Context: an optimization exercise on an open-source flow, tuned for small area, a short achievable clock period and few clock cycles per item. The choices shown serve that exercise and are no tape-out recipe. RTL that was checked went through simulation tests only; none was proved equivalent to the original. The RTL of runs 6 and 7 was laid out without a check of its function. Power and IR drop assume default switching activity.

File: run.sh
#!/bin/bash
# synth_recipe.tcl (not shown) runs the flow's synth.tcl, then flattens the netlist and writes it again
# the make line also repeats each setting of config.mk as NAME=value (left out here)
make -C /OpenROAD-flow-scripts/flow DESIGN_CONFIG=/design/flow/config.mk WORK_HOME=/design/flow/orfs CLKGATE_MAP_FILE= SYNTH_SCRIPT=/design/flow/synth_recipe.tcl finish
File: design.v
package tlbrr_pkg;
	localparam int ENTRIES    = 32;
	localparam int PAGE_BITS  = 11;
	localparam int FRAME_BITS = 10;
	localparam int SLOT_W     = $clog2(ENTRIES);
	localparam int LFSR_W     = 16;
	localparam int DEPTH      = 3;
	localparam int OUT_W      = 1 + FRAME_BITS + SLOT_W + 1;
	localparam logic [LFSR_W-1:0] LFSR_TAPS = 16'hB400;
	localparam logic [LFSR_W-1:0] LFSR_SEED = 16'hACE1;
	localparam logic [1:0] ACT_LOOKUP = 2'd0;
	localparam logic [1:0] ACT_FILL   = 2'd1;
	localparam logic [1:0] ACT_FLUSH  = 2'd2;
	typedef struct packed {
		logic [1:0]            action;
		logic [PAGE_BITS-1:0]  page_number;
		logic [FRAME_BITS-1:0] frame_number;
	} in_item_t;
	typedef struct packed {
		logic                  hit;
		logic [FRAME_BITS-1:0] found_frame;
		logic [SLOT_W-1:0]     slot;
		logic                  evicted;
	} out_item_t;
	function automatic logic [ENTRIES-1:0] first_oh(input logic [ENTRIES-1:0] vec);
		logic [ENTRIES-1:0] below;
		below[0] = 1'b0;
		for (int i = 1; i < ENTRIES; i++) begin
			below[i] = below[i-1] | vec[i-1];
		end
		first_oh = vec & ~below;
	endfunction
	function automatic logic [SLOT_W-1:0] enc(input logic [ENTRIES-1:0] oh);
		logic [SLOT_W-1:0] idx;
		idx = '0;
		for (int i = 0; i < ENTRIES; i++) begin
			if (oh[i]) begin
				idx = idx | SLOT_W'(i);
			end
		end
		enc = idx;
	endfunction
	function automatic logic [ENTRIES-1:0] dec(input logic [SLOT_W-1:0] idx);
		dec = '0;
		dec[idx] = 1'b1;
	endfunction
	function automatic logic [LFSR_W-1:0] lfsr_step(input logic [LFSR_W-1:0] cur);
		logic [LFSR_W-1:0] nxt;
		nxt = cur >> 1;
		if (cur[0]) begin
			nxt = nxt ^ LFSR_TAPS;
		end
		lfsr_step = nxt;
	endfunction
endpackage
module tlbrr_ctrl(
	input  logic                 clk,
	input  logic                 arst_n,
	input  logic                 in_valid,
	output logic                 in_stall,
	output logic                 acc,
	input  logic                 r_v,
	input  tlbrr_pkg::out_item_t r_data,
	output logic                 out_valid,
	input  logic                 out_stall,
	output tlbrr_pkg::out_item_t out_data
);
	localparam int D = tlbrr_pkg::DEPTH;
	localparam int S = D - 1;
	logic [D:0]           cnt_q;
	logic                 stall_q;
	logic                 hv_q;
	logic [tlbrr_pkg::OUT_W-1:0] h_q;
	logic [S-1:0][tlbrr_pkg::OUT_W-1:0] s_q;
	logic [S-1:0]         rd_q, wr_q;     
	logic [S:0]           sn_q;           
	logic                 pop, take, s_any, s_pop, s_push;
	logic [tlbrr_pkg::OUT_W-1:0] s_rd;
	assign acc       = in_valid & ~stall_q;
	assign in_stall  = stall_q;
	assign pop       = hv_q & ~out_stall;
	assign out_valid = hv_q;
	assign out_data  = h_q;
	assign s_any  = ~sn_q[0];
	assign take   = ~hv_q | ~out_stall;
	assign s_pop  = take & s_any;
	assign s_push = r_v & (s_any | ~take);
	always_comb begin
		s_rd = '0;
		for (int k = 0; k < S; k++) begin
			if (rd_q[k]) begin
				s_rd = s_rd | s_q[k];
			end
		end
	end
	always_ff @(posedge clk or negedge arst_n) begin
		if (!arst_n) begin
			cnt_q   <= (D + 1)'(1);
			stall_q <= 1'b0;
			hv_q    <= 1'b0;
			rd_q    <= S'(1);
			wr_q    <= S'(1);
			sn_q    <= (S + 1)'(1);
		end else begin
			if (acc && !pop) begin
				cnt_q <= {cnt_q[D-1:0], 1'b0};
			end else if (pop && !acc) begin
				cnt_q <= {1'b0, cnt_q[D:1]};
			end
			stall_q <= !pop && (cnt_q[D] || (cnt_q[D-1] && acc));
			if (take) begin
				hv_q <= s_any | r_v;
			end
			if (s_pop) begin
				rd_q <= {rd_q[S-2:0], rd_q[S-1]};
			end
			if (s_push) begin
				wr_q <= {wr_q[S-2:0], wr_q[S-1]};
			end
			if (s_push && !s_pop) begin
				sn_q <= {sn_q[S-1:0], 1'b0};
			end else if (s_pop && !s_push) begin
				sn_q <= {1'b0, sn_q[S:1]};
			end
		end
	end
	always_ff @(posedge clk) begin
		if (take) begin
			h_q <= s_any ? s_rd : r_data;
		end
		for (int k = 0; k < S; k++) begin
			if (r_v && wr_q[k]) begin
				s_q[k] <= r_data;
			end
		end
	end
endmodule
module tlbrr_datapath(
	input  logic                 clk,
	input  logic                 arst_n,
	input  logic                 cfg_we,
	input  logic                 cfg_data,
	input  logic                 acc,
	input  tlbrr_pkg::in_item_t  in_data,
	output logic                 r_v,
	output tlbrr_pkg::out_item_t r_data
);
	localparam int N  = tlbrr_pkg::ENTRIES;
	localparam int SW = tlbrr_pkg::SLOT_W;
	logic [N-1:0]                          valid_q;
	logic [N-1:0][tlbrr_pkg::PAGE_BITS-1:0]  page_q;
	logic [N-1:0][tlbrr_pkg::FRAME_BITS-1:0] frame_q;
	logic [N-1:0][SW-1:0]                  lru_q;
	logic [N-1:0][SW-1:0]                  lru;
	logic                                  used_q;
	logic                                  pu_v_q;
	logic [SW-1:0]                         pu_slot_q;
	logic                                  pu_front_q;
	logic [tlbrr_pkg::LFSR_W-1:0]          lfsr_q;
	logic                                  mode_q;
	logic [N-1:0]                          free_oh_q;
	logic                                  free_any_q;
	logic [N-1:0]                          free2_oh;
	logic                                  free2_any;
	logic                 b_v_q;
	tlbrr_pkg::in_item_t  b_q;
	logic [N-1:0]         b_match_q;
	logic [N-1:0] a_match;
	logic         a_peq;
	logic                 b_lookup, b_fill, b_flush;
	logic [N-1:0]         hit_oh, free_oh, fill_oh, vict_oh;
	logic                 hit_any, free_any;
	logic [SW-1:0]        hit_idx, free_idx, front, vict_idx, fill_idx;
	logic [tlbrr_pkg::LFSR_W-1:0] lfsr_next;
	logic [tlbrr_pkg::FRAME_BITS-1:0] hit_frame;
	logic                 use_rec;
	logic [SW-1:0]        use_slot;
	logic [N-1:0]         pu_at, pu_ge;
	assign a_peq = (b_q.page_number == in_data.page_number);
	always_comb begin
		for (int i = 0; i < N; i++) begin
			if (b_flush) begin
				a_match[i] = 1'b0;
			end else if (fill_oh[i]) begin
				a_match[i] = a_peq;
			end else begin
				a_match[i] = valid_q[i] && (page_q[i] == in_data.page_number);
			end
		end
	end
	assign b_lookup = b_v_q && (b_q.action == tlbrr_pkg::ACT_LOOKUP);
	assign b_fill   = b_v_q && (b_q.action == tlbrr_pkg::ACT_FILL);
	assign b_flush  = b_v_q && (b_q.action == tlbrr_pkg::ACT_FLUSH);
	assign hit_oh    = tlbrr_pkg::first_oh(b_match_q);
	assign hit_any   = |b_match_q;
	assign hit_idx   = tlbrr_pkg::enc(hit_oh);
	assign free_oh   = free_oh_q;
	assign free_any  = free_any_q;
	assign free2_oh  = tlbrr_pkg::first_oh(~valid_q & ~free_oh_q);
	assign free2_any = |(~valid_q & ~free_oh_q);
	assign free_idx  = tlbrr_pkg::enc(free_oh);
	assign lfsr_next = tlbrr_pkg::lfsr_step(lfsr_q);
	always_comb begin
		for (int k = 0; k < N; k++) begin
			lru[k] = lru_q[k] ^ SW'(k);
		end
	end
	assign front     = pu_front_q ? lru[1] : lru[0];
	assign vict_idx  = mode_q ? lfsr_next[SW-1:0] : front;
	assign vict_oh   = mode_q ? tlbrr_pkg::dec(lfsr_next[SW-1:0])
	                 : (pu_front_q ? tlbrr_pkg::dec(lru[1]) : tlbrr_pkg::dec(lru[0]));
	assign fill_idx  = free_any ? free_idx : vict_idx;
	assign fill_oh   = !b_fill ? '0 : (free_any ? free_oh : vict_oh);
	always_comb begin
		hit_frame = '0;
		for (int i = 0; i < N; i++) begin
			if (hit_oh[i]) begin
				hit_frame = hit_frame | frame_q[i];
			end
		end
	end
	assign use_rec  = !mode_q && ((b_lookup && hit_any) || b_fill);
	assign use_slot = b_fill ? fill_idx : hit_idx;
	assign r_v = b_v_q;
	always_comb begin
		r_data = '0;
		if (b_lookup && hit_any) begin
			r_data.hit         = 1'b1;
			r_data.found_frame = hit_frame;
			r_data.slot        = hit_idx;
		end else if (b_fill) begin
			r_data.slot    = fill_idx;
			r_data.evicted = !free_any;
		end
	end
	always_comb begin
		for (int k = 0; k < N; k++) begin
			pu_at[k] = (lru[k] == pu_slot_q);
			pu_ge[k] = (k == 0) ? pu_at[k] : (pu_ge[(k + N - 1) % N] | pu_at[k]);
		end
	end
	always_ff @(posedge clk or negedge arst_n) begin
		if (!arst_n) begin
			b_v_q   <= 1'b0;
			valid_q <= '0;
			free_oh_q  <= N'(1);
			free_any_q <= 1'b1;
			used_q  <= 1'b0;
			pu_v_q  <= 1'b0;
			pu_front_q <= 1'b0;
			lfsr_q  <= tlbrr_pkg::LFSR_SEED;
			mode_q  <= 1'b0;
			for (int k = 0; k < N; k++) begin
				lru_q[k] <= '0;
			end
		end else begin
			b_v_q <= acc;
			if (cfg_we) begin
				mode_q <= cfg_data;
			end
			if (b_flush) begin
				valid_q    <= '0;
				free_oh_q  <= N'(1);
				free_any_q <= 1'b1;
			end else begin
				valid_q <= valid_q | fill_oh;
				if (b_fill && free_any_q) begin
					free_oh_q  <= free2_oh;
					free_any_q <= free2_any;
				end
			end
			if (b_fill && !free_any && mode_q) begin
				lfsr_q <= lfsr_next;
			end
			if (use_rec) begin
				used_q <= 1'b1;
			end
			pu_v_q <= use_rec && used_q;
			pu_front_q <= use_rec && used_q && (use_slot == front);
			if (pu_v_q) begin
				for (int k = 0; k < N - 1; k++) begin
					if (pu_ge[k]) begin
						lru_q[k] <= lru[k + 1] ^ SW'(k);
					end
				end
				lru_q[N-1] <= pu_slot_q ^ SW'(N - 1);
			end
		end
	end
	always_ff @(posedge clk) begin
		b_q       <= in_data;
		b_match_q <= a_match;
		pu_slot_q <= use_slot;
		for (int i = 0; i < N; i++) begin
			if (fill_oh[i]) begin
				page_q[i]  <= b_q.page_number;
				frame_q[i] <= b_q.frame_number;
			end
		end
	end
endmodule
module tlb_lru_random_replace_top(
	input  logic                 clk,
	input  logic                 arst_n,
	input  logic                 cfg_we,
	input  logic                 cfg_data,
	input  logic                 in_valid,
	output logic                 in_stall,
	input  tlbrr_pkg::in_item_t  in_data,
	output logic                 out_valid,
	input  logic                 out_stall,
	output tlbrr_pkg::out_item_t out_data
);
	logic                 acc;
	logic                 r_v;
	tlbrr_pkg::out_item_t r_data;
	tlbrr_ctrl u_ctrl (
		.clk       (clk),
		.arst_n    (arst_n),
		.in_valid  (in_valid),
		.in_stall  (in_stall),
		.acc       (acc),
		.r_v       (r_v),
		.r_data    (r_data),
		.out_valid (out_valid),
		.out_stall (out_stall),
		.out_data  (out_data)
	);
	tlbrr_datapath u_dp (
		.clk      (clk),
		.arst_n   (arst_n),
		.cfg_we   (cfg_we),
		.cfg_data (cfg_data),
		.acc      (acc),
		.in_data  (in_data),
		.r_v      (r_v),
		.r_data   (r_data)
	);
endmodule
File: constraint.sdc
create_clock -name core_clock -period 7.5 [get_ports {clk}]
set_input_delay 1.5000 -clock core_clock [delete_from_list [all_inputs] [get_ports {clk}]]
set_output_delay 1.5000 -clock core_clock [all_outputs]
set_load 0.01 [all_outputs]
File: config.mk
export PLATFORM = sky130hd
export DESIGN_NAME = tlb_lru_random_replace_top
export DESIGN_NICKNAME = tlb_lru_random_replace_top
export VERILOG_FILES = /design/flow/design.v
export SDC_FILE = /design/flow/constraint.sdc
export NUM_CORES = 4
export LEC_CHECK = 0
export CAP_MARGIN = 20
export CORE_MARGIN = 2
export CORE_UTILIZATION = 40
export CTS_CLUSTER_DIAMETER = 100
export CTS_CLUSTER_SIZE = 24
export SETUP_SLACK_MARGIN = 4.4
export SLEW_MARGIN = 60
==> results of run 1 <==
[area by class of cell]
class | instances | area share, %
well taps | 1488 | 3.752
repair buffers | 185 | 3.301
multi-input cells | 1875 | 30.13
flip-flops and latches | 1042 | 59.38
inverters | 65 | 0.4917
clock buffers | 87 | 2.801
clock inverters | 4 | 0.1362
[cells in the final DEF, fill, tap and decap left out, types with 52 or more instances in the layout]
cell,n
mux2_2,124
nand2_1,171
xor2_1,264
o21ai_0,57
buf_4,108
mux2i_1,79
dfrtp_1,240
edfxtp_1,723
nand3_1,52
nor2_1,90
inv_1,65
xnor2_1,266
a22oi_1,65
nand4_1,85
[layer usage]
| layer | track usage, % | up-vias | share of wire, % |
|---|---|---|---|
| met1 | 27.02 | 13386 | 44 |
| li1 | - | 11848 | - |
| met3 | 2.122 | 132 | 4.7 |
| met5 | 0 | - | 0 |
| met4 | 4.539 | 0 | 2.3 |
| met2 | 33.73 | 681 | 49 |
[repair_timing]
action / CTS / global route
pin swaps: 19 / 5
gates cloned: 1 / 0
endpoints found under the setup margin: 543 / 585
setup buffers: 23 / 13
gates resized for setup: 46 / 36
[per-stage QoR]
stage,instance area [um^2],worst slack (ns)
4_1_cts,49280,4.401
3_3_place_gp,46820,2.980
6_report,49620,4.463
2_1_floorplan,44560,3.844
5_1_grt,49620,4.326
3_5_place_dp,47500,3.653
[cells by family after synthesis]
logic type      synth area share (%)
fa+ha+maj                     0.1406
xor+xnor                       10.43
simple gates                   8.177
buf+inv                        2.238
mux                            4.914
flops                          66.08
compound gates                 8.026
[state kept, by name, summed over array words and instances, names as in the netlist, 2 cells and up]
register and flops:
u_ctrl.rd_q 2, u_dp.page_q 352, u_dp.free_oh_q 32, u_dp.b_q 23, u_ctrl.wr_q 2, u_dp.pu_slot_q 5, u_ctrl.h_q 17, u_ctrl.cnt_q 4
u_ctrl.s_q 34, u_dp.b_match_q 32, u_dp.lru_q 160, u_dp.valid_q 32, u_dp.lfsr_q 16, u_ctrl.sn_q 3, u_dp.frame_q 320
[power breakdown]
| group | internal [W] | total, W | leakage, nW | switching, W |
|---|---|---|---|---|
| Clock | 0.00129 | 0.00311 | 0.689 | 0.00182 |
| Sequential | 0.00649 | 0.00683 | 10.3 | 0.000344 |
| Combinational | 0.000663 | 0.00152 | 6.58 | 0.000857 |
| Total | 0.00843 | 0.0115 | 17.5 | 0.00303 |
[worst max-delay path by stage]
stage / startpoint / endpoint / slack (ns) / depth (start not counted)
finish: u_ctrl.h_q[16]$_DFFE_PN_ / out_data[16] / 4.46 / 1
floorplan: u_dp.pu_front_q$_DFF_PN0_ / u_dp.frame_q[270]$_DFFE_PP_ / 3.84 / 7
CTS: u_dp.pu_slot_q[1]$_DFF_P_ / u_dp.lru_q[128]$_DFFE_PN0P_ / 4.40 / 8
global route: u_dp.b_match_q[13]$_SDFF_PP0_ / u_ctrl.h_q[3]$_DFFE_PN_ / 4.33 / 9
global placement: in_data[12] / u_dp.b_match_q[30]$_SDFF_PP0_ / 2.98 / 7
detailed placement: in_data[18] / u_dp.b_match_q[23]$_SDFF_PP0_ / 3.65 / 7
==> impl_metrics.json, run 1 <==
{
  "io_buffers": 47,
  "synthArstFlopShare_pct": 24.86,
  "grt_max_degree": 63,
  "path_buf_inv": 1,
  "grt_util_all_layers_pct": 19.72,
  "cts_root_buffer": "clkbuf_16",
  "drv_cap": 0,
  "std_cell_rows": 122,
  "cellPowerDensity_nw_per_um2": 230.9,
  "max-slew-margin-rel_pct": 55.06,
  "avgRoutedWirePerCell_um": 23.66,
  "holdWs_ns": 0.4760,
  "antenna_found_initial": 0,
  "tns_ns": 0,
  "drc_errors": 0,
  "critical_path.max_stage_delay_ns": 0.53,
  "via_per_inst": 5.488,
  "synthDistinctLibCells": 91,
  "htreeDepth": 2,
  "hold_class": "reg -> reg",
  "worst_pin_slew_ns": 0.6684,
  "synth_top_cell_area_share_pct": 48.78,
  "ys_warn_count": 2,
  "whs_path_depth": 1,
  "dp_hpwl_um": 71660,
  "hold_viol": 0,
  "filler_cell_count": 9967,
  "cp_max_fo": 1,
  "finish.net_count": 3253,
  "final_cells": 4746,
  "ys_seq_elements": 1042,
  "path_delay_family": "buffers and inverters",
  "synth_cells": 3137,
  "synth_area_leader_cell": "edfxtp_1",
  "run_status": "no timing/DRC/antenna violations",
  "clock_path_buffers": 3,
  "path_clk_slew_ns": 0.10,
  "die_h_um": 337.6,
  "synth_edf_count": 723,
  "p_leak_nw": 17.54,
  "grt_overflow": 0,
  "cp_slowest_cell": "clkdlybuf4s50_1",
  "ff_latch_area_um2": 29470,
  "layout-drive-gt1-share_pct": 16.54,
  "post-route-util_pct": 44.90,
  "multiInputGateArea_um2": 14950,
  "ys_top_cells_by_count": "edfxtp_1 (723), xnor2_1 (266), xor2_1 (264)",
  "path_cells": "clkdlybuf4s50_1",
  "hold_buffers": 0,
  "antenna_left": 0,
  "clk_latency_ns": 0.67,
  "ios": 48,
  "grt_pass1_vias": 25989,
  "end_kind": "output port",
  "fp.dieW_um": 337.6,
  "clock_skew_ns": 0.03101,
  "fmax_ghz": 0.3292,
  "vias": 26047,
  "wirelength_um": 112300,
  "area_delta_synth_final_pct": 11.49,
  "r2r_cells": 9,
  "synthTopCellsByArea": "edfxtp_1 (49%), dfrtp_1 (14%), xnor2_1 (5.2%)",
  "yosysMostFrequentCell": "edfxtp_1",
  "arrival_ns": 1.54,
  "initialDrtViolationCount": 2612,
  "startpoint_type": "register",
  "crit_type": "reg -> out",
  "fin_crit_sh_pct": 40.50,
  "r2r-start": "u_dp.b_match_q[13]$_SDFF_PP0_",
  "n_antenna_cell": 0,
  "rsz0062_at_grt": "yes",
  "setup_viol": 0,
  "ys_seq_area_share_pct": 66.08,
  "r2r_setup_slack_ns": 4.46,
  "hold_end": "u_dp.used_q$_DFFE_PN0P_",
  "synth_fp_nets": 3171,
  "coreArea_um2": 110500,
  "placed_cells": 4616,
  "synth_area_um2": 44510,
  "syn_area_per_cell_um2": 14.19,
  "period_needed_ns": 3.037,
  "start_util_pct": 40.27,
  "cts_buffers": 50,
  "fin_total_pwr_w": 0.01146,
  "vdd_drop_max_uv": 168.0,
  "synth_ff_type": "edfxtp_1",
  "cts_tree": "done",
  "drv_slew": 0,
  "r2r-end": "u_ctrl.h_q[7]$_DFFE_PN_",
  "dieArea_um2": 114000,
  "grt_pass1_wl_um": 169700,
  "drtPass1Iterations": 8,
  "globalplace.congestion": 0.8685,
  "required_ns": 6.00,
  "holdCritStartpoint": "u_dp.used_q$_DFFE_PN0P_",
  "cts.sinks": 1042
}
Testbench counts, summed over its fixed seeds: cycles 20,832, items 20,800.
==> run 2, diff against run 1 <==
--- a/config.mk
+++ b/config.mk
@@ -10,5 +10,5 @@
 export CORE_UTILIZATION = 40
 export CTS_CLUSTER_DIAMETER = 100
 export CTS_CLUSTER_SIZE = 24
-export SETUP_SLACK_MARGIN = 4.4
+export SETUP_SLACK_MARGIN = 4.8
 export SLEW_MARGIN = 60
==> run 2 against run 1 <==
Largest power group unchanged. Setup slack better by 0.19 ns. Wire length grew 11%. Non-clock buffer count grew 223. Global-route usage grew 0.85 points. Combinational power grew 28%. Utilization is 3.8 points higher. Clock power up 3%. Synthesized area stayed put.
==> impl_metrics.json, run 2 <==
{
  "run_status": "no timing/DRC/antenna violations",
  "post-route-cell-area_um2": 53870,
  "finish.net_count": 3479,
  "initialDrtViolationCount": 2898,
  "vdd_drop_max_uv": 191.3,
  "ys_warn_count": 2,
  "fmax_ghz": 0.3515,
  "p_int_w": 0.008723,
  "grt_pass1_vias": 26783,
  "max-slew-margin-rel_pct": 54.23,
  "path_buf_inv": 4,
  "htreeDepth": 2,
  "grt_max_degree": 63,
  "largest_register_ffs": 352,
  "synth_fp_nets": 3171,
  "fin_crit_sh_pct": 37.93,
  "path_delay_family": "simple AND/OR/NAND/NOR gates",
  "hold_buffers": 0,
  "yosysMostFrequentCell": "edfxtp_1",
  "synth_cells": 3137,
  "drv_slew": 0,
  "clock_path_buffers": 3,
  "synthTopCellsByArea": "edfxtp_1 (49%), dfrtp_1 (14%), xnor2_1 (5.2%)",
  "synth_ff_type": "edfxtp_1",
  "tns_ns": 0,
  "ys_top_cells_by_count": "edfxtp_1 (723), xnor2_1 (266), xor2_1 (264)",
  "path_clk_slew_ns": 0.10,
  "clock_power_share_pct": 26.7,
  "drc_errors": 0,
  "worst_pin_slew_ns": 0.6794,
  "cts_buffers": 50,
  "dieArea_um2": 114000,
  "avgRoutedWirePerCell_um": 25.09,
  "synth_edf_count": 723,
  "ys_seq_area_share_pct": 66.08,
  "coreArea_um2": 110500,
  "antenna_found_initial": 0,
  "cts.sinks": 1042,
  "placed_cells": 4630,
  "synthArstFlopShare_pct": 24.86,
  "fp.dieW_um": 337.6,
  "final_cells": 4975,
  "n_antenna_cell": 0,
  "ios": 48,
  "ys_seq_elements": 1042,
  "arrival_ns": 3.23,
  "pwr-share-comb_pct": 16.3,
  "dp_hpwl_um": 69640,
  "path_cells": "inv_2 -> ha_4 -> nor3b_4 -> xor2_1 -> mux2i_1 -> o21ai_2 -> nand2b_4 -> or4_4 -> buf_6 -> o21ai_4 -> buf_12 -> buf_8",
  "cts_root_buffer": "clkbuf_16",
  "clk_latency_ns": 0.70,
  "p_sw_w": 0.003241,
  "fin_total_pwr_w": 0.01196,
  "grt_pass1_wl_um": 175200,
  "area_delta_synth_final_pct": 21.02,
  "rsz0062_at_grt": "yes",
  "largestRegisters": "u_dp.page_q: 352 flops, u_dp.frame_q: 320 flops, u_dp.lru_q: 160 flops",
  "synthDistinctLibCells": 91,
  "largest-register": "u_dp.page_q",
  "holdWs_ns": 0.4803,
  "vias": 27738,
  "r2r_setup_slack_ns": 4.66,
  "syn_area_per_cell_um2": 14.19,
  "cp_slowest_cell": "or4_4",
  "p_seq_share_pct": 57.1,
  "dpl_cell_area_um2": 47530,
  "hold_viol": 0,
  "setup_viol": 0,
  "wirelength_um": 124800,
  "cellPowerDensity_nw_per_um2": 222.1,
  "clock_skew_ns": 0.04137,
  "synth_top_cell_area_share_pct": 48.78,
  "critical_path.max_stage_delay_ns": 0.49,
  "drv_cap": 0,
  "die_h_um": 337.6,
  "antenna_left": 0,
  "crit_type": "reg -> reg",
  "std_cell_rows": 122,
  "period_needed_ns": 2.845,
  "layout-drive-gt1-share_pct": 24.81,
  "globalplace.congestion": 0.8660,
  "cp_max_fo": 5,
  "via_per_inst": 5.575,
  "cts_tree": "done",
  "startpoint_type": "register",
  "final_common_cell": "edfxtp_1",
  "switching_share_pct": 27.09,
  "required_ns": 7.89,
  "hold_class": "reg -> reg",
  "drtPass1Iterations": 8,
  "io_buffers": 47,
  "p_leak_nw": 19.50,
  "grt_overflow": 0,
  "start_util_pct": 40.27,
  "synth_area_um2": 44510,
  "synth_area_leader_cell": "edfxtp_1",
  "end_kind": "register",
  "grt_util_all_layers_pct": 20.58,
  "final_cell_mix": "edfxtp_1 (723), xnor2_1 (263), xor2_1 (260), dfrtp_1 (235), buf_4 (174)"
}
==> run 2: cell counts after synthesis <==
No cell type changed its count.
==> run 2: stage by stage <==
step | setup slack, ns | utilization [%]
2_1_floorplan | 4.460 | -
3_3_place_gp | 3.387 | 42.43
4_1_cts | 4.667 | 46.00
3_5_place_dp | 3.921 | 43.01
6_report | 4.655 | 48.74
5_1_grt | 4.546 | 48.74
==> run 2: cell families after synthesis <==
logic type      share of synthesized area [%]
mux                                     4.914
fa+ha+maj                              0.1406
simple gates                            8.177
flops                                   66.08
buf+inv                                 2.238
xor+xnor                                10.43
compound gates                          8.026
==> run 2: per-layer routing <==
layer | part of all wire (%) | global-route usage [%]
met5 | 0 | 0
met4 | 4.1 | 7.707
met3 | 5.9 | 3.229
met2 | 49 | 34.02
met1 | 42 | 27.33
==> run 2: power by group through the flow <==
stage          registers [W]  logic, W  clock network (W)
2_1_floorplan        0.00687   0.00117                  0
3_3_place_gp         0.00695   0.00148                  0
3_5_place_dp         0.00695   0.00152                  0
4_1_cts              0.00682   0.00164            0.00327
5_1_grt              0.00688   0.00211            0.00345
6_report             0.00683   0.00195            0.00319
==> run 2: what timing repair did <==
action                     in CTS  in global routing
gates resized for setup       263                254
setup buffers                  93                105
gates cloned                   13                 37
setup endpoints to repair     920                828
pin swaps                      42                 78
==> run 2: worst paths after layout <==
kind	startpoint	endpoint	cells past startpoint
max in group asynchronous	arst_n	u_dp.free_oh_q[23]$_DFFE_PN0P_	4
setup reg to reg	u_dp.lru_q[0]$_DFFE_PN0P_	u_dp.frame_q[165]$_DFFE_PP_	12
hold reg to reg	u_dp.lfsr_q[10]$_DFFE_PN1P_	u_dp.lfsr_q[10]$_DFFE_PN1P_	2
hold / removal	u_dp.lfsr_q[10]$_DFFE_PN1P_	u_dp.lfsr_q[10]$_DFFE_PN1P_	2
setup / recovery	u_dp.lru_q[0]$_DFFE_PN0P_	u_dp.frame_q[165]$_DFFE_PP_	12
min in group asynchronous	arst_n	u_dp.lru_q[51]$_DFFE_PN0P_	1
==> run 2: worst register-to-register path, cell delays in order (launching register included) <==
cell and delay, ns:
dfrtp_1 0.41, inv_2 0.07, ha_4 0.16, nor3b_4 0.14, xor2_1 0.16, mux2i_1 0.18, o21ai_2 0.14, nand2b_4 0.19
or4_4 0.49, buf_6 0.15, o21ai_4 0.15, buf_12 0.15, buf_8 0.13
==> run 2: cell type report <==
type	count	area (um^2)
Sequential cell	1042	29510
Timing Repair Buffer	408	5027
Inverter	65	251.5
Tap cell	1488	1862
Fill cell	9522	56650
Clock buffer	89	1429
Clock inverter	5	101.3
Multi-Input combinational cell	1878	15690
==> run 3, diff against run 2 <==
--- a/config.mk
+++ b/config.mk
@@ -10,5 +10,5 @@
 export CORE_UTILIZATION = 40
 export CTS_CLUSTER_DIAMETER = 100
 export CTS_CLUSTER_SIZE = 24
-export SETUP_SLACK_MARGIN = 4.8
+export SETUP_SLACK_MARGIN = 4.7
 export SLEW_MARGIN = 60
==> run 3 against run 2 <==
Clock-buffer cell count fell by 2. Final cell count is 1.8% lower. Synthesized cell count unchanged. Combinational power is 9% lower. Die area stayed put. Flip-flop and latch count unchanged. Utilization fell by 2.0 points. Sequential share of layout area up 2.3 points. First-iteration DRC count decreased by 2.7%.
==> impl_metrics.json, run 3 <==
{
  "run_status": "no timing/DRC/antenna violations",
  "synth_compound_area_share_pct": 8.026,
  "worst_pin_slew_ns": 0.6069,
  "required_ns": 6.00,
  "cts.sinks": 1042,
  "synthArstFlopShare_pct": 24.86,
  "antenna_found_initial": 1,
  "synth_edf_count": 723,
  "io_buffers": 47,
  "path_clk_slew_ns": 0.09,
  "clk_latency_ns": 0.71,
  "synth.mux.area_fraction_pct": 4.914,
  "coreArea_um2": 110500,
  "p_leak_nw": 18.55,
  "grt_pass1_vias": 26365,
  "layout-drive-gt1-share_pct": 21.99,
  "clock_skew_ns": 0.07978,
  "tns_ns": 0,
  "cts_root_buffer": "clkbuf_16",
  "finish.net_count": 3389,
  "end_kind": "output port",
  "area_delta_synth_final_pct": 16.11,
  "synth_top_family_by_area": "XOR/XNOR gates",
  "globalplace.congestion": 0.8842,
  "synthDistinctLibCells": 91,
  "drv_slew": 0,
  "cp_slowest_cell": "edfxtp_1",
  "grt_overflow": 0,
  "fmax_ghz": 0.3543,
  "ys_top_cells_by_count": "edfxtp_1 (723), xnor2_1 (266), xor2_1 (264)",
  "yosysMostFrequentCell": "edfxtp_1",
  "holdWs_ns": 0.4683,
  "period_needed_ns": 2.823,
  "drtPass1Iterations": 6,
  "std_cell_rows": 122,
  "largest-register": "u_dp.page_q",
  "ios": 48,
  "initialDrtViolationCount": 2820,
  "dieArea_um2": 114000,
  "cp_max_fo": 1,
  "ys_seq_elements": 1042,
  "grt_max_degree": 53,
  "wirelength_um": 118800,
  "hold_viol": 0,
  "hold_buffers": 0,
  "antenna_left": 0,
  "startpoint_type": "register",
  "synth_xor_area_share_pct": 10.43,
  "synthTopCellsByArea": "edfxtp_1 (49%), dfrtp_1 (14%), xnor2_1 (5.2%)",
  "dp_hpwl_um": 71900,
  "ys_seq_area_share_pct": 66.08,
  "syn_area_per_cell_um2": 14.19,
  "setup_viol": 0,
  "path_delay_family": "flip-flops",
  "drv_cap": 0,
  "drc_errors": 0,
  "vias": 26859,
  "hold_class": "reg -> reg",
  "cellPowerDensity_nw_per_um2": 228.1,
  "via_per_inst": 5.497,
  "synth_top_cell_area_share_pct": 48.78,
  "synth_ff_type": "edfxtp_1",
  "r2r-start": "u_dp.b_match_q[5]$_SDFF_PP0_",
  "yosys.area_share.adder_pct": 0.1406,
  "crit_start": "u_ctrl.h_q[1]$_DFFE_PN_",
  "avgRoutedWirePerCell_um": 24.32,
  "synth_area_leader_cell": "edfxtp_1",
  "crit_type": "reg -> out",
  "path_buf_inv": 1,
  "largestRegisters": "u_dp.page_q: 352 flops, u_dp.frame_q: 320 flops, u_dp.lru_q: 160 flops",
  "cts_buffers": 50,
  "synthSimpleGateAreaFrac_pct": 8.177,
  "final_cell_mix": "edfxtp_1 (723), xnor2_1 (266), xor2_1 (261), dfrtp_1 (238), buf_4 (186)",
  "rsz0062_at_grt": "yes",
  "path_cells": "buf_6",
  "holdCritStartpoint": "u_dp.used_q$_DFFE_PN0P_",
  "largest_register_ffs": 352,
  "grt_pass1_wl_um": 172800,
  "htreeDepth": 2,
  "fin_crit_sh_pct": 37.64,
  "synth_cells": 3137,
  "final_common_cell": "edfxtp_1",
  "synth_fp_nets": 3171,
  "max-slew-margin-rel_pct": 59.23,
  "ys_warn_count": 2,
  "arrival_ns": 1.32,
  "vdd_drop_max_uv": 226.9,
  "clock_path_buffers": 3,
  "start_util_pct": 40.27,
  "fp.dieW_um": 337.6,
  "critical_path.max_stage_delay_ns": 0.48,
  "grt_util_all_layers_pct": 20.07,
  "cts_tree": "done",
  "die_h_um": 337.6,
  "synth_area_um2": 44510
}
## run 3: cell counts after synthesis
No cell type changed its count.
## run 3: power by group
part | internal [W] | switching (W) | total (W)
registers | 0.00648 | 0.000342 | 0.00683
clock network | 0.00133 | 0.00187 | 0.00319
logic | 0.000814 | 0.000953 | 0.00177
total | 0.00862 | 0.00316 | 0.0118
## run 3: layout make-up
class	count	area, um^2
fill	9741	58840
sequential	1042	29500
multi-input combinational	1878	15370
timing repair buffer	318	3169
tap	1488	1862
clock buffer	87	1421
inverter	65	247.7
clock inverter	7	105.1
antenna	1	2.502
## run 3: kinds of logic (layout without fill, tap and decap cells)
kind of cell / Yosys count / after routing
xor+xnor: 530 / 530
simple gates: 676 / 679
other cells: 0 / 1
buf+inv: 221 / 477
mux: 203 / 203
compound gates: 460 / 461
flops: 1042 / 1042
fa+ha+maj: 5 / 5
## run 3: layer usage
| metal | up-vias | wire [um] | track usage (%) |
|---|---|---|---|
| met3 | 149 | 6242 | 2.380 |
| met5 | - | 0 | 0 |
| li1 | 12153 | - | - |
| met4 | 0 | 3230 | 5.522 |
| met1 | 13749 | 51600 | 27.62 |
| met2 | 808 | 57750 | 33.60 |
## run 3: final timing paths
kind                                            endpoint  slack [ns]  depth (start not counted)
min in group asynchronous     u_dp.lru_q[59]$_DFFE_PN0P_        0.67                          1
hold reg to reg                  u_dp.used_q$_DFFE_PN0P_        0.47                          1
max in group asynchronous  u_dp.free_oh_q[0]$_DFFE_PN1P_        5.57                          4
hold / removal                   u_dp.used_q$_DFFE_PN0P_        0.47                          1
setup reg to reg                 u_ctrl.h_q[7]$_DFFE_PN_        4.71                         11
setup / recovery                             out_data[1]        4.68                          1
## run 3: timing repair
item / in CTS / in global routing
pin swaps: 37 / 42
gates cloned: 4 / 15
buffers inserted: 57 / 84
endpoints found under the setup margin: 835 / 755
resized for setup: 210 / 112
## run 3: stage by stage
stage,cells,total power [W],util [%],worst slack [ns],area [um^2]
2_1_floorplan,3137,0.008031,-,4.309,44700
3_3_place_gp,4594,0.008415,42.38,3.032,46830
3_5_place_dp,4630,0.008463,43.07,3.646,47600
4_1_cts,4785,0.01168,45.36,4.627,50130
5_1_grt,4885,0.01228,46.76,4.634,51680
6_report,4886,0.01179,46.76,4.677,51680
==> run 4, diff against run 3 <==
--- a/config.mk
+++ b/config.mk
@@ -10,5 +10,5 @@
 export CORE_UTILIZATION = 40
 export CTS_CLUSTER_DIAMETER = 100
 export CTS_CLUSTER_SIZE = 24
-export SETUP_SLACK_MARGIN = 4.7
+export SETUP_SLACK_MARGIN = 4.5
 export SLEW_MARGIN = 60
==> run 4 against run 3 <==
Clock power down 1%. Wire length shrank 3.9%. Design area shrank 3.5%. Non-clock buffer count fell by 114. Combinational power down about 10%. Clock skew shrank 0.0076 ns. Final cell count decreased by 2.4%. Utilization is 1.6 points lower. Flip-flop and latch count stayed put. Worst hold slack better by 0.017 ns. Via count is 2.8% lower. Largest power group unchanged.
==> impl_metrics.json, run 4 <==
{
  "required_ns": 8.04,
  "avgRoutedWirePerCell_um": 23.94,
  "clk_latency_ns": 0.70,
  "htreeDepth": 2,
  "die_h_um": 337.6,
  "grt_pass1_wl_um": 170100,
  "synth_fp_nets": 3171,
  "final_cells": 4768,
  "rsz0062_at_grt": "yes",
  "path_cells": "nor4_2 -> nand2_1 -> or3_4 -> o22ai_1 -> a221o_1 -> a2111oi_4 -> a21oi_2 -> a21o_1",
  "synth_ff_type": "edfxtp_1",
  "largest-register": "u_dp.page_q",
  "ios": 48,
  "synth_area_leader_cell": "edfxtp_1",
  "synthArstFlopShare_pct": 24.86,
  "grt_pass1_vias": 26103,
  "run_status": "no timing/DRC/antenna violations",
  "ys_seq_elements": 1042,
  "dieArea_um2": 114000,
  "synth_edf_count": 723,
  "final_cell_mix": "edfxtp_1 (723), xnor2_1 (266), xor2_1 (264), dfrtp_1 (240), nand2_1 (173)",
  "globalplace.congestion": 0.8802,
  "path_clk_slew_ns": 0.10,
  "end_kind": "register",
  "via_per_inst": 5.475,
  "drv_cap": 0,
  "setup_viol": 0,
  "cellPowerDensity_nw_per_um2": 231.8,
  "hold_viol": 0,
  "grt_overflow": 0,
  "antenna_left": 0,
  "tns_ns": 0,
  "grt_util_all_layers_pct": 19.83,
  "dp_hpwl_um": 69600,
  "hold_class": "reg -> reg",
  "layout-drive-gt1-share_pct": 16.77,
  "cp_slowest_cell": "nor4_2",
  "ys_seq_area_share_pct": 66.08,
  "clock_path_buffers": 3,
  "antenna_found_initial": 0,
  "fmax_ghz": 0.3426,
  "final_common_cell": "edfxtp_1",
  "whs_path_depth": 2,
  "synth_top_cell_area_share_pct": 48.78,
  "vdd_drop_max_uv": 173.8,
  "p_leak_nw": 17.67,
  "synthDistinctLibCells": 91,
  "critical_path.max_stage_delay_ns": 0.58,
  "n_antenna_cell": 0,
  "syn_area_per_cell_um2": 14.19,
  "worst_pin_slew_ns": 0.6357,
  "largest_register_ffs": 352,
  "finish.net_count": 3273,
  "yosysMostFrequentCell": "edfxtp_1",
  "ff_latch_area_um2": 29480,
  "crit_type": "reg -> reg",
  "ys_warn_count": 2,
  "startpoint_type": "register",
  "cts_root_buffer": "clkbuf_16",
  "hold_buffers": 0,
  "start_util_pct": 40.27,
  "synth_cells": 3137,
  "largestRegisters": "u_dp.page_q: 352 flops, u_dp.frame_q: 320 flops, u_dp.lru_q: 160 flops",
  "multiInputGateArea_um2": 14810,
  "fin_crit_sh_pct": 38.91,
  "cts.sinks": 1042,
  "max-slew-margin-rel_pct": 57.23,
  "cp_max_fo": 9,
  "period_needed_ns": 2.919,
  "drc_errors": 0,
  "arrival_ns": 3.46,
  "fp.dieW_um": 337.6,
  "grt_max_degree": 55,
  "cts_buffers": 50,
  "wirelength_um": 114200,
  "ys_top_cells_by_count": "edfxtp_1 (723), xnor2_1 (266), xor2_1 (264)",
  "synthTopCellsByArea": "edfxtp_1 (49%), dfrtp_1 (14%), xnor2_1 (5.2%)",
  "area_delta_synth_final_pct": 12.07,
  "placed_cells": 4619,
  "filler_cell_count": 9996,
  "cts_tree": "done",
  "drtPass1Iterations": 6,
  "std_cell_rows": 122,
  "io_buffers": 47,
  "clock_skew_ns": 0.07214,
  "coreArea_um2": 110500,
  "initialDrtViolationCount": 2424,
  "vias": 26104,
  "synth_area_um2": 44510,
  "drv_slew": 0,
  "r2r_cells": 8
}
run 4: layout make-up:
type / count / area share (%)
repair buffers: 204 / 3.978
flip-flops and latches: 1042 / 59.10
multi-input cells: 1876 / 29.68
clock buffers: 87 / 2.787
well taps: 1488 / 3.732
clock inverters: 6 / 0.2282
inverters: 65 / 0.4966
run 4: timing repair:
action,CTS,global route
buffers inserted,15,31
endpoints found under the setup margin,420,480
cloned,1,5
gates resized for setup,54,59
pin swaps,12,14
run 4: metrics by stage:
step / area, um^2 / hold slack (ns) / worst slack, ns / utilization (%) / power [W]
6_report: 49880 / 0.4857 / 4.581 / 45.14 / 0.01156
5_1_grt: 49880 / 0.4991 / 4.473 / 45.14 / 0.01205
4_1_cts: 49180 / 0.4897 / 4.506 / 44.50 / 0.01160
3_5_place_dp: 47420 / 0.4653 / 3.862 / 42.91 / 0.008468
3_3_place_gp: 46810 / 0.4460 / 3.135 / 42.36 / 0.008423
2_1_floorplan: 44610 / 0.4301 / 4.146 / - / 0.008025
run 4: per-layer routing:
metal | track usage [%] | vias up | part of all wire [%]
li1 | - | 11896 | -
met1 | 26.42 | 13353 | 43
met2 | 33.49 | 688 | 49
met3 | 2.667 | 167 | 4.8
met4 | 6.459 | 0 | 3.1
met5 | 0 | - | 0
run 4: final timing paths:
check	from	endpoint	slack, ns
hold reg to reg	u_dp.lfsr_q[12]$_DFFE_PN0P_	u_dp.lfsr_q[12]$_DFFE_PN0P_	0.49
hold / removal	u_dp.lfsr_q[12]$_DFFE_PN0P_	u_dp.lfsr_q[12]$_DFFE_PN0P_	0.49
max in group asynchronous	arst_n	u_dp.free_any_q$_DFFE_PN1P_	5.87
min in group asynchronous	arst_n	u_dp.lru_q[53]$_DFFE_PN0P_	0.67
setup / recovery	u_dp.b_match_q[18]$_SDFF_PP0_	u_ctrl.h_q[8]$_DFFE_PN_	4.58
setup reg to reg	u_dp.b_match_q[18]$_SDFF_PP0_	u_ctrl.h_q[8]$_DFFE_PN_	4.58
run 4: kinds of logic (layout without fill, tap and decap cells):
group | Yosys count | count (layout) | synth area share, %
xor gates and xnor gates | 530 | 530 | 10.43
and+or+nand+nor | 676 | 678 | 8.177
buffers and inverters | 221 | 362 | 2.238
muxes | 203 | 203 | 4.914
AOI/OAI and AO/OA | 460 | 460 | 8.026
adders and majority gates | 5 | 5 | 0.1406
DFF | 1042 | 1042 | 66.08
run 4: critical path: cells and delay by family, from the launching register on:
family | cells | cell delay, ns
DFF | 1 | 0.42
AOI/OAI and AO/OA | 5 | 1.01
and+or+nand+nor | 3 | 1.33
run 4: report_power, final:
group	internal, W	switching (W)	leakage, nW
clock network	0.00130	0.00185	0.711
logic	0.000701	0.000884	6.69
registers	0.00648	0.000342	10.3
total	0.00849	0.00307	17.7
==> run 5, diff against run 4 <==
--- a/config.mk
+++ b/config.mk
@@ -10,5 +10,5 @@
 export CORE_UTILIZATION = 40
 export CTS_CLUSTER_DIAMETER = 100
 export CTS_CLUSTER_SIZE = 24
-export SETUP_SLACK_MARGIN = 4.5
+export SETUP_SLACK_MARGIN = 4.6
 export SLEW_MARGIN = 60
==> run 5 against run 4 <==
Setup slack gained 0.038 ns. Synthesized area is the same. Non-clock buffer count grew 22. Highest routed layer unchanged. Final cell count grew 0.52%. Critical path type is now in -> reg. Fmax grew 1.3%. Die area is the same. Largest power group unchanged.
==> impl_metrics.json, run 5 <==
{
  "run_status": "no timing/DRC/antenna violations",
  "ff_latch_area_um2": 29470,
  "die_h_um": 337.6,
  "ios": 48,
  "synthDistinctLibCells": 91,
  "ys_top_cells_by_count": "edfxtp_1 (723), xnor2_1 (266), xor2_1 (264)",
  "cp_max_fo": 23,
  "cts_tree": "done",
  "tns_ns": 0,
  "ys_seq_elements": 1042,
  "avgRoutedWirePerCell_um": 23.80,
  "synth_edf_count": 723,
  "hold_class": "reg -> reg",
  "yosysMostFrequentCell": "edfxtp_1",
  "cpMostUsedCell": "nand4_1",
  "finish.net_count": 3296,
  "synth_top_cell_area_share_pct": 48.78,
  "grt_overflow": 0,
  "fin_total_pwr_w": 0.01161,
  "pre_cts_slack_ns": 3.612,
  "cellPowerDensity_nw_per_um2": 230.3,
  "largest_register_ffs": 352,
  "end_kind": "register",
  "max-slew-margin-rel_pct": 57.99,
  "largest-register": "u_dp.page_q",
  "arrival_ns": 3.46,
  "p_leak_nw": 17.94,
  "synth_cells": 3137,
  "fp.dieW_um": 337.6,
  "cts.sinks": 1042,
  "synthTopCellsByArea": "edfxtp_1 (49%), dfrtp_1 (14%), xnor2_1 (5.2%)",
  "holdWs_ns": 0.4708,
  "globalplace.congestion": 0.8895,
  "area_delta_synth_final_pct": 13.28,
  "largestRegisters": "u_dp.page_q: 352 flops, u_dp.frame_q: 320 flops, u_dp.lru_q: 160 flops",
  "hold_viol": 0,
  "final_cell_mix": "edfxtp_1 (723), xnor2_1 (266), xor2_1 (264), dfrtp_1 (239), nand2_1 (171)",
  "setup_slack_ns": 4.619,
  "drv_slew": 0,
  "ys_seq_area_share_pct": 66.08,
  "synthArstFlopShare_pct": 24.86,
  "wirelength_um": 114100,
  "crit_type": "in -> reg",
  "setup_viol": 0,
  "multiInputGateArea_um2": 15190,
  "path_cells": "buf_2 -> buf_6 -> xnor2_1 -> nand4_1 -> nor4_2 -> nand4_1 -> mux2i_1",
  "cp_slowest_cell": "nor4_2",
  "dieArea_um2": 114000,
  "filler_cell_count": 9863,
  "initialDrtViolationCount": 2467,
  "startpoint_type": "input port",
  "required_ns": 8.08,
  "htreeDepth": 2,
  "critical_path.max_stage_delay_ns": 0.48,
  "synth_area_um2": 44510,
  "antenna_left": 0,
  "clk_latency_ns": 0.71,
  "drc_errors": 0,
  "start_util_pct": 40.27,
  "via_per_inst": 5.526,
  "ys_warn_count": 2,
  "drv_cap": 0,
  "grt_pass1_vias": 26135,
  "fmax_ghz": 0.3471,
  "drtPass1Iterations": 7,
  "post-route-util_pct": 45.62,
  "grt_max_degree": 66,
  "grt_pass1_wl_um": 169600,
  "path_clk_slew_ns": 0.10,
  "layout-drive-gt1-share_pct": 18.70,
  "fin_crit_sh_pct": 38.41,
  "worst_pin_slew_ns": 0.6250,
  "period_needed_ns": 2.881,
  "syn_area_per_cell_um2": 14.19,
  "clock_path_buffers": 3,
  "dp_hpwl_um": 70630,
  "grt_util_all_layers_pct": 19.74,
  "std_cell_rows": 122,
  "final_common_cell": "edfxtp_1",
  "rsz0062_at_grt": "yes",
  "coreArea_um2": 110500,
  "synth_ff_type": "edfxtp_1",
  "vdd_drop_max_uv": 173.1,
  "cts_buffers": 50,
  "io_buffers": 47,
  "cts_root_buffer": "clkbuf_16",
  "antenna_found_initial": 0,
  "vias": 26487,
  "synth_fp_nets": 3171,
  "synth_area_leader_cell": "edfxtp_1",
  "clock_skew_ns": 0.07005
}
## run 5: cell counts after synthesis
No cell type changed its count.
## run 5: cell type report
type                    count  area share [%]
diodes                      1        0.004963
repair buffers            226           4.181
clock inverters             7          0.2978
multi-input cells        1877           30.12
clock buffers              87           2.757
well taps                1488           3.693
flip-flops and latches   1042           58.46
inverters                  65          0.4839
## run 5: critical path, delay by kind of cell
family | cells | cell delay, ns
XOR/XNOR | 1 | 0.16
buffers and inverters | 2 | 0.75
AND/OR/NAND/NOR | 3 | 0.85
multiplexers | 1 | 0.17
## run 5: kinds of logic (layout without fill, tap and decap cells)
family | Yosys count | after routing | synth area share, %
multiplexers | 203 | 203 | 4.914
AND/OR/NAND/NOR | 676 | 678 | 8.177
adder cells (fa/ha/maj) | 5 | 5 | 0.1406
other | 0 | 1 | 0
AO/OA/AOI/OAI | 460 | 461 | 8.026
flip-flops | 1042 | 1042 | 66.08
XOR/XNOR | 530 | 530 | 10.43
buffers and inverters | 221 | 385 | 2.238
## run 5: path summary, 6_finish.rpt
kind                                            endpoint                          from  slack [ns]  cells past startpoint
setup / recovery           u_dp.b_match_q[27]$_SDFF_PP0_                   in_data[16]        4.62                      7
hold / removal                      u_dp.b_v_q$_DFF_PN0_      u_ctrl.stall_q$_DFF_PN0_        0.47                      1
setup reg to reg                 u_ctrl.h_q[9]$_DFFE_PN_  u_dp.b_match_q[2]$_SDFF_PP0_        4.63                      9
hold reg to reg                     u_dp.b_v_q$_DFF_PN0_      u_ctrl.stall_q$_DFF_PN0_        0.47                      1
max in group asynchronous    u_dp.lru_q[156]$_DFFE_PN0P_                        arst_n        5.62                      5
min in group asynchronous     u_dp.lru_q[42]$_DFFE_PN0P_                        arst_n        0.67                      1
## run 5: metrics by stage
stage / cell area, um^2 / std cells
6_report: 50420 / 4793
5_1_grt: 50420 / 4792
4_1_cts: 49840 / 4767
3_5_place_dp: 47600 / 4619
3_3_place_gp: 46830 / 4600
2_1_floorplan: 44630 / 3137
## run 5: metal layers
metal | track usage [%] | part of all wire [%] | vias to the layer above
li1 | - | - | 11972
met1 | 26.29 | 43 | 13605
met2 | 33.07 | 49 | 737
met3 | 2.862 | 5.3 | 173
met4 | 6.657 | 3.3 | 0
met5 | 0 | 0 | -
## run 5: power breakdown
part	leakage [nW]	switching [W]	total, W	internal (W)
clock	0.724	0.00186	0.00320	0.00133
sequential	10.3	0.000330	0.00682	0.00649
combinational	6.94	0.000900	0.00160	0.000699
## run 5: repair_timing
item,CTS,global route
endpoints found under the setup margin,738,537
setup buffers,51,19
hold buffers,0,0
pin swaps,35,24
endpoints found under the hold margin,0,0
gates cloned,3,3
gates resized for setup,116,67
==> run 6, diff against run 5 <==
--- a/design.v
+++ b/design.v
@@ -165,6 +165,7 @@
 	logic                 b_v_q;
 	tlbrr_pkg::in_item_t  b_q;
 	logic [N-1:0]         b_match_q;
+	logic [N/2-1:0]       pair_any, pair_first;
 	logic [N-1:0] a_match;
 	logic         a_peq;
 	logic                 b_lookup, b_fill, b_flush;
@@ -191,7 +192,18 @@
 	assign b_lookup = b_v_q && (b_q.action == tlbrr_pkg::ACT_LOOKUP);
 	assign b_fill   = b_v_q && (b_q.action == tlbrr_pkg::ACT_FILL);
 	assign b_flush  = b_v_q && (b_q.action == tlbrr_pkg::ACT_FLUSH);
-	assign hit_oh    = tlbrr_pkg::first_oh(b_match_q);
+	always_comb begin
+		for (int j = 0; j < N / 2; j++) begin
+			pair_any[j] = b_match_q[2*j] | b_match_q[2*j+1];
+		end
+		pair_first = '0;
+		for (int j = 0; j < N / 2; j++) begin
+			pair_first[j] = pair_any[j] && !(|(pair_any & ((N/2)'(1) << j) - (N/2)'(1)));
+		end
+		for (int i = 0; i < N; i++) begin
+			hit_oh[i] = b_match_q[i] && pair_first[i / 2];
+		end
+	end
 	assign hit_any   = |b_match_q;
 	assign hit_idx   = tlbrr_pkg::enc(hit_oh);
 	assign free_oh   = free_oh_q;
@@ -289,7 +301,10 @@
 	end
 	always_ff @(posedge clk) begin
 		b_q       <= in_data;
-		b_match_q <= a_match;
+		for (int j = 0; j < N / 2; j++) begin
+			b_match_q[2*j]   <= a_match[2*j];
+			b_match_q[2*j+1] <= a_match[2*j+1] && !a_match[2*j];
+		end
 		pu_slot_q <= use_slot;
 		for (int i = 0; i < N; i++) begin
 			if (fill_oh[i]) begin
==> run 6 against run 5 <==
Still clean on timing, DRC and antenna. Highest routed layer unchanged. Fmax shrank 12%. Clock skew increased by 0.0034 ns. Worst hold slack got worse by 0.0077 ns. Critical endpoint is now u_dp.lru_q[144]$_DFFE_PN0P_. Sequential share of layout area hardly changed. Largest power group unchanged.
==> impl_metrics.json, run 6 <==
{
  "synth_cells": 3071,
  "ys_seq_elements": 1042,
  "setup_viol": 0,
  "synthDistinctLibCells": 71,
  "via_per_inst": 5.526,
  "start_util_pct": 40.46,
  "end_kind": "register",
  "fp.dieW_um": 333.5,
  "synth_ff_type": "edfxtp_1",
  "drv_slew": 0,
  "grt_pass1_wl_um": 168300,
  "initialDrtViolationCount": 2561,
  "dr.max_layer_used": "met4",
  "wl_met3_um": 5223,
  "holdWs_ns": 0.4631,
  "io_buffers": 47,
  "coreArea_um2": 107400,
  "synth_fp_nets": 3105,
  "cts.sinks": 1042,
  "post-route-cell-area_um2": 50450,
  "final_cells": 4684,
  "n_antenna_cell": 0,
  "hold_class": "reg -> reg",
  "run_status": "no timing/DRC/antenna violations",
  "clock_skew_ns": 0.07347,
  "ys_top_cells_by_count": "edfxtp_1 (723), xor2_1 (269), xnor2_1 (261)",
  "ios": 48,
  "startpoint_type": "register",
  "cp_max_fo": 6,
  "grt_overflow": 0,
  "dieArea_um2": 111200,
  "grt_max_degree": 65,
  "max-slew-margin-rel_pct": 58.35,
  "cts_tree": "done",
  "drv_cap": 0,
  "period_needed_ns": 3.267,
  "critical_path.max_stage_delay_ns": 0.58,
  "wirelength_um": 113800,
  "cts_root_buffer": "clkbuf_16",
  "path_cells": "buf_12 -> buf_4 -> xnor2_1 -> nand3_1 -> nor3_2 -> a31o_2 -> a31o_2 -> or4_4 -> or4_4 -> o21ai_4 -> mux2_4",
  "fmax_ghz": 0.3061,
  "cp_slowest_cell": "or4_4",
  "hold_buffers": 0,
  "wl_met2_um": 55080,
  "synth_area_um2": 43430,
  "path_clk_slew_ns": 0.10,
  "grt_util_all_layers_pct": 19.93,
  "area_delta_synth_final_pct": 16.16,
  "ys_warn_count": 2,
  "yosysMostFrequentCell": "edfxtp_1",
  "hold_viol": 0,
  "synthArstFlopShare_pct": 24.86,
  "synthTopCellsByArea": "edfxtp_1 (50%), dfrtp_1 (14%), xor2_1 (5.4%)",
  "dp_hpwl_um": 70070,
  "clock_path_buffers": 3,
  "globalplace.congestion": 0.9089,
  "required_ns": 8.07,
  "arrival_ns": 3.84,
  "synth_edf_count": 723,
  "antenna_left": 0,
  "synth_top_cell_area_share_pct": 49.99,
  "grt_pass1_vias": 25418,
  "ys_seq_area_share_pct": 67.72,
  "vdd_drop_max_uv": 178.3,
  "drtPass1Iterations": 6,
  "synth_area_leader_cell": "edfxtp_1",
  "die_h_um": 333.5,
  "clk_latency_ns": 0.70,
  "finish.net_count": 3272,
  "rsz0062_at_grt": "yes",
  "worst_pin_slew_ns": 0.6191,
  "post-route-util_pct": 46.99,
  "tns_ns": 0,
  "final_cell_mix": "edfxtp_1 (723), xor2_1 (268), xnor2_1 (256), dfrtp_1 (235), nand2_1 (168)",
  "dpl_cell_area_um2": 46340,
  "placed_cells": 4473,
  "drc_errors": 0,
  "htreeDepth": 2,
  "avgRoutedWirePerCell_um": 24.29,
  "cts_buffers": 51,
  "p_leak_nw": 18.07,
  "syn_area_per_cell_um2": 14.14,
  "final_common_cell": "edfxtp_1",
  "met1_length_um": 49790,
  "largest_register_ffs": 352,
  "antenna_found_initial": 0,
  "largest-register": "u_dp.page_q",
  "largestRegisters": "u_dp.page_q: 352 flops, u_dp.frame_q: 320 flops, u_dp.lru_q: 160 flops",
  "vias": 25886,
  "fin_crit_sh_pct": 43.56,
  "crit_type": "reg -> reg",
  "layout-drive-gt1-share_pct": 20.79,
  "std_cell_rows": 120,
  "cellPowerDensity_nw_per_um2": 230.5
}
## run 6: cell count changes after synthesis, moves of 13 or more
cell / before / now
clkbuf_1: 94 / 113
o21a_1: 34 / 8
a22oi_1: 65 / 92
nor2_1: 95 / 149
inv_1: 65 / 30
a32oi_1: 17 / 2
o21ai_0: 94 / 130
nand4_1: 85 / 72
nor2b_1: 22 / 2
mux2i_1: 79 / 37
## run 6: path summary, 6_finish.rpt
path	end	slack, ns	start	cells past startpoint
worst min-delay path	u_dp.b_v_q$_DFF_PN0_	0.46	u_ctrl.stall_q$_DFF_PN0_	1
worst min register to register	u_dp.b_v_q$_DFF_PN0_	0.46	u_ctrl.stall_q$_DFF_PN0_	1
worst max register to register	u_dp.lru_q[144]$_DFFE_PN0P_	4.23	u_dp.pu_slot_q[4]$_DFF_P_	11
worst max-delay path	u_dp.lru_q[144]$_DFFE_PN0P_	4.23	u_dp.pu_slot_q[4]$_DFF_P_	11
min in group asynchronous	u_dp.lru_q[48]$_DFFE_PN0P_	0.61	arst_n	1
max in group asynchronous	u_dp.b_v_q$_DFF_PN0_	5.65	arst_n	4
## run 6: per-stage QoR
| step | worst slack (ns) | total power (W) |
|---|---|---|
| finish | 4.233 | 0.01163 |
| global route | 4.116 | 0.01212 |
| CTS | 4.191 | 0.01157 |
| detailed placement | 3.197 | 0.008279 |
| global placement | 3.152 | 0.008229 |
| floorplan | 4.325 | 0.007851 |
## run 6: final cells by class
type | instances | area, um^2
clock inverter | 7 | 116.4
tap | 1403 | 1755
timing repair buffer | 259 | 2918
sequential | 1042 | 29510
fill | 9324 | 56900
clock buffer | 89 | 1440
inverter | 30 | 112.6
multi-input combinational | 1854 | 14600
## run 6: worst max-delay path, delay by kind of cell (launching register included)
| kind | cells | cell delay (ns) |
|---|---|---|
| simple gates | 4 | 1.27 |
| compound gates | 3 | 0.74 |
| flops | 1 | 0.39 |
| mux | 1 | 0.33 |
| buf+inv | 2 | 0.29 |
| xor+xnor | 1 | 0.12 |
## run 6: layer usage
| layer | vias up | global-route usage (%) |
|---|---|---|
| met1 | 13248 | 27.53 |
| met5 | - | 0 |
| met3 | 165 | 2.116 |
| met2 | 709 | 33.13 |
| met4 | 0 | 6.239 |
| li1 | 11764 | - |
## run 6: timing repair
item	in CTS	in global routing
gates resized for setup	185	172
cloned	6	7
pin swaps	31	58
endpoints found under the setup margin	834	522
setup buffers	49	51
## run 6: logic make-up (layout without fill, tap and decap cells)
logic type,count (synthesis),count (layout),share of synthesized area (%)
AOI/OAI and AO/OA,477,478,7.735
xor gates and xnor gates,530,530,10.69
adders and majority gates,5,5,0.1440
buffers and inverters,177,385,1.795
DFF,1042,1042,67.72
muxes,166,166,4.267
and+or+nand+nor,674,675,7.654
## run 6: report_power, final
part           switching (W)  leakage, nW  internal (W)
Sequential          0.000363         10.4       0.00648
Clock                0.00187        0.735       0.00135
Combinational       0.000832         6.96      0.000740
Total                0.00306         18.1       0.00857
==> run 7, diff against run 6 <==
--- a/design.v
+++ b/design.v
@@ -158,14 +158,13 @@
 	logic                                  pu_front_q;
 	logic [tlbrr_pkg::LFSR_W-1:0]          lfsr_q;
 	logic                                  mode_q;
-	logic [N-1:0]                          free_oh_q;
-	logic                                  free_any_q;
+	logic [N-1:0]                          free_ohx_q;
+	logic                                  full_q;
 	logic [N-1:0]                          free2_oh;
 	logic                                  free2_any;
 	logic                 b_v_q;
 	tlbrr_pkg::in_item_t  b_q;
 	logic [N-1:0]         b_match_q;
-	logic [N/2-1:0]       pair_any, pair_first;
 	logic [N-1:0] a_match;
 	logic         a_peq;
 	logic                 b_lookup, b_fill, b_flush;
@@ -192,24 +191,13 @@
 	assign b_lookup = b_v_q && (b_q.action == tlbrr_pkg::ACT_LOOKUP);
 	assign b_fill   = b_v_q && (b_q.action == tlbrr_pkg::ACT_FILL);
 	assign b_flush  = b_v_q && (b_q.action == tlbrr_pkg::ACT_FLUSH);
-	always_comb begin
-		for (int j = 0; j < N / 2; j++) begin
-			pair_any[j] = b_match_q[2*j] | b_match_q[2*j+1];
-		end
-		pair_first = '0;
-		for (int j = 0; j < N / 2; j++) begin
-			pair_first[j] = pair_any[j] && !(|(pair_any & ((N/2)'(1) << j) - (N/2)'(1)));
-		end
-		for (int i = 0; i < N; i++) begin
-			hit_oh[i] = b_match_q[i] && pair_first[i / 2];
-		end
-	end
+	assign hit_oh    = tlbrr_pkg::first_oh(b_match_q);
 	assign hit_any   = |b_match_q;
 	assign hit_idx   = tlbrr_pkg::enc(hit_oh);
-	assign free_oh   = free_oh_q;
-	assign free_any  = free_any_q;
-	assign free2_oh  = tlbrr_pkg::first_oh(~valid_q & ~free_oh_q);
-	assign free2_any = |(~valid_q & ~free_oh_q);
+	assign free_oh   = free_ohx_q ^ N'(1);
+	assign free_any  = !full_q;
+	assign free2_oh  = tlbrr_pkg::first_oh(~valid_q & ~free_oh);
+	assign free2_any = |(~valid_q & ~free_oh);
 	assign free_idx  = tlbrr_pkg::enc(free_oh);
 	assign lfsr_next = tlbrr_pkg::lfsr_step(lfsr_q);
 	always_comb begin
@@ -255,8 +243,8 @@
 		if (!arst_n) begin
 			b_v_q   <= 1'b0;
 			valid_q <= '0;
-			free_oh_q  <= N'(1);
-			free_any_q <= 1'b1;
+			free_ohx_q <= '0;
+			full_q     <= 1'b0;
 			used_q  <= 1'b0;
 			pu_v_q  <= 1'b0;
 			pu_front_q <= 1'b0;
@@ -272,13 +260,13 @@
 			end
 			if (b_flush) begin
 				valid_q    <= '0;
-				free_oh_q  <= N'(1);
-				free_any_q <= 1'b1;
+				free_ohx_q <= '0;
+				full_q     <= 1'b0;
 			end else begin
 				valid_q <= valid_q | fill_oh;
-				if (b_fill && free_any_q) begin
-					free_oh_q  <= free2_oh;
-					free_any_q <= free2_any;
+				if (b_fill && free_any) begin
+					free_ohx_q <= free2_oh ^ N'(1);
+					full_q     <= !free2_any;
 				end
 			end
 			if (b_fill && !free_any && mode_q) begin
@@ -288,7 +276,8 @@
 				used_q <= 1'b1;
 			end
 			pu_v_q <= use_rec && used_q;
-			pu_front_q <= use_rec && used_q && (use_slot == front);
+			pu_front_q <= use_rec && used_q &&
+			              (b_fill ? (!free_any || free_idx == front) : (hit_idx == front));
 			if (pu_v_q) begin
 				for (int k = 0; k < N - 1; k++) begin
 					if (pu_ge[k]) begin
@@ -301,10 +290,7 @@
 	end
 	always_ff @(posedge clk) begin
 		b_q       <= in_data;
-		for (int j = 0; j < N / 2; j++) begin
-			b_match_q[2*j]   <= a_match[2*j];
-			b_match_q[2*j+1] <= a_match[2*j+1] && !a_match[2*j];
-		end
+		b_match_q <= a_match;
 		pu_slot_q <= use_slot;
 		for (int i = 0; i < N; i++) begin
 			if (fill_oh[i]) begin
--- a/config.mk
+++ b/config.mk
@@ -10,5 +10,5 @@
 export CORE_UTILIZATION = 40
 export CTS_CLUSTER_DIAMETER = 100
 export CTS_CLUSTER_SIZE = 24
-export SETUP_SLACK_MARGIN = 4.6
+export SETUP_SLACK_MARGIN = 4.5
 export SLEW_MARGIN = 60
==> run 7 against run 6 <==
Design area down 1.1%. Synthesized area increased by 1.5%. Final cell count increased by 1.9%. Sequential share of layout area is 0.58 points higher. First-iteration DRC count increased by 24%. Sequential power is 0.6% lower. Still clean. Combinational power rose by 3%. Worst hold slack got worse by 0.013 ns. Utilization shrank 1.3 points. Power fell by 1.2%. Non-clock buffer count is 43 lower.
==> impl_metrics.json, run 7 <==
{
  "hold_class": "reg -> reg",
  "startpoint_type": "register",
  "pre_cts_slack_ns": 3.684,
  "synth_area_um2": 44090,
  "synth_area_leader_cell": "edfxtp_1",
  "crit_type": "reg -> reg",
  "run_status": "no timing/DRC/antenna violations",
  "vias": 26790,
  "r2r_setup_slack_ns": 4.55,
  "ys_seq_area_share_pct": 66.70,
  "critical_path.max_stage_delay_ns": 0.57,
  "coreArea_um2": 109200,
  "fp.dieW_um": 336.0,
  "cts_root_buffer": "clkbuf_16",
  "finish.net_count": 3292,
  "grt_overflow": 0,
  "arrival_ns": 3.53,
  "cp_max_fo": 24,
  "required_ns": 8.08,
  "setup_viol": 0,
  "grt_pass1_wl_um": 174300,
  "drv_slew": 0,
  "die_h_um": 336.0,
  "path_clk_slew_ns": 0.10,
  "max-slew-margin-rel_pct": 56.68,
  "clock_power_share_pct": 26.7,
  "ys_seq_elements": 1042,
  "grt_pass1_vias": 26080,
  "rsz0062_at_grt": "yes",
  "avgRoutedWirePerCell_um": 24.75,
  "area_delta_synth_final_pct": 13.20,
  "ys_top_cells_by_count": "edfxtp_1 (723), xnor2_1 (452), dfrtp_1 (247)",
  "p_int_w": 0.008498,
  "ys_warn_count": 2,
  "synthArstFlopShare_pct": 24.86,
  "clock_path_buffers": 3,
  "htreeDepth": 2,
  "cts_buffers": 49,
  "cts.sinks": 1042,
  "hold_viol": 0,
  "cellPowerDensity_nw_per_um2": 230.2,
  "cpMostUsedCell": "buf_4",
  "path_cells": "buf_4 -> nor4_2 -> a221oi_1 -> a21oi_2 -> nor4_1 -> buf_4 -> a22o_1 -> buf_8 -> or4_4 -> a21oi_1",
  "fmax_ghz": 0.3395,
  "switching_share_pct": 26.03,
  "dp_hpwl_um": 69150,
  "worst_pin_slew_ns": 0.6462,
  "globalplace.congestion": 0.9304,
  "synth_top_cell_area_share_pct": 49.24
}
-- run 7: changes by cell type in the layout (fill, tap and decap cells not counted), sizes merged, moves of 24 or more --
cell / previous run / this run
xnor2: 261 / 452
xor2: 269 / 85
o21ai: 146 / 68
nor4: 83 / 28
nand4: 73 / 121
buf: 220 / 174
inv: 33 / 65
a21oi: 36 / 65
a22oi: 92 / 63
or4: 10 / 38
nor2: 149 / 122
a22o: 36 / 60
-- run 7: cell families after synthesis --
group	count (synthesis)	synth area share, %
buffers and inverters	207	1.944
adders and majority gates	5	0.1419
muxes	185	4.569
and+or+nand+nor	713	8.644
AOI/OAI and AO/OA	437	7.330
xor gates and xnor gates	537	10.67
DFF	1042	66.70
-- run 7: power groups by stage --
stage,Clock [W],Sequential [W],Combinational [W]
floorplan,0,0.00685,0.00100
global placement,0,0.00693,0.00134
detailed placement,0,0.00693,0.00140
CTS,0.00315,0.00681,0.00150
global route,0.00333,0.00686,0.00177
finish,0.00307,0.00680,0.00161
-- run 7: final timing paths --
path                                             start                           end  cells after the start
max reg2reg                  u_dp.lru_q[1]$_DFFE_PN0P_  u_dp.b_match_q[6]$_SDFF_PP0_                     10
min reg2reg                u_dp.lru_q[155]$_DFFE_PN0P_   u_dp.lru_q[150]$_DFFE_PN0P_                      1
max in group asynchronous                       arst_n   u_ctrl.cnt_q[0]$_DFFE_PN1P_                      4
min in group asynchronous                       arst_n    u_dp.lru_q[54]$_DFFE_PN0P_                      1
max                          u_dp.lru_q[1]$_DFFE_PN0P_  u_dp.b_match_q[6]$_SDFF_PP0_                     10
min                        u_dp.lru_q[155]$_DFFE_PN0P_   u_dp.lru_q[150]$_DFFE_PN0P_                      1
-- run 7: timing repair --
item,in CTS,in global routing
pin swaps,11,21
hold buffers,0,0
setup endpoints to repair,675,506
setup buffers,23,49
gates resized for setup,115,94
gates cloned,8,0
endpoints found under the hold margin,0,0
-- run 7: cell type report --
cell class / count / share of cell area [%]
inverter: 64 / 0.4813
tap: 1476 / 3.700
clock inverter: 3 / 0.06518
antenna: 1 / 0.005014
timing repair buffer: 216 / 4.229
sequential: 1042 / 59.07
multi-input combinational: 1885 / 29.66
clock buffer: 88 / 2.793
-- run 7: per-layer routing --
metal	up-vias	GRT usage, %	part of all wire (%)
met3	189	2.641	6.1
met5	-	0	0
met2	950	34.02	48
li1	11904	-	-
met4	0	6.440	3.1
met1	13747	28.61	43
-- run 7: metrics by stage --
stage	power [W]	area, um^2	util, %	cells	hold WS [ns]
3_5_place_dp	0.008333	46910	42.98	4601	0.4360
4_1_cts	0.01146	49030	44.91	4723	0.4499
6_report	0.01149	49910	45.72	4775	0.4498
3_3_place_gp	0.008272	46430	42.54	4593	0.4304
2_1_floorplan	0.007853	44140	-	3126	0.4237
5_1_grt	0.01196	49910	45.72	4774	0.4781
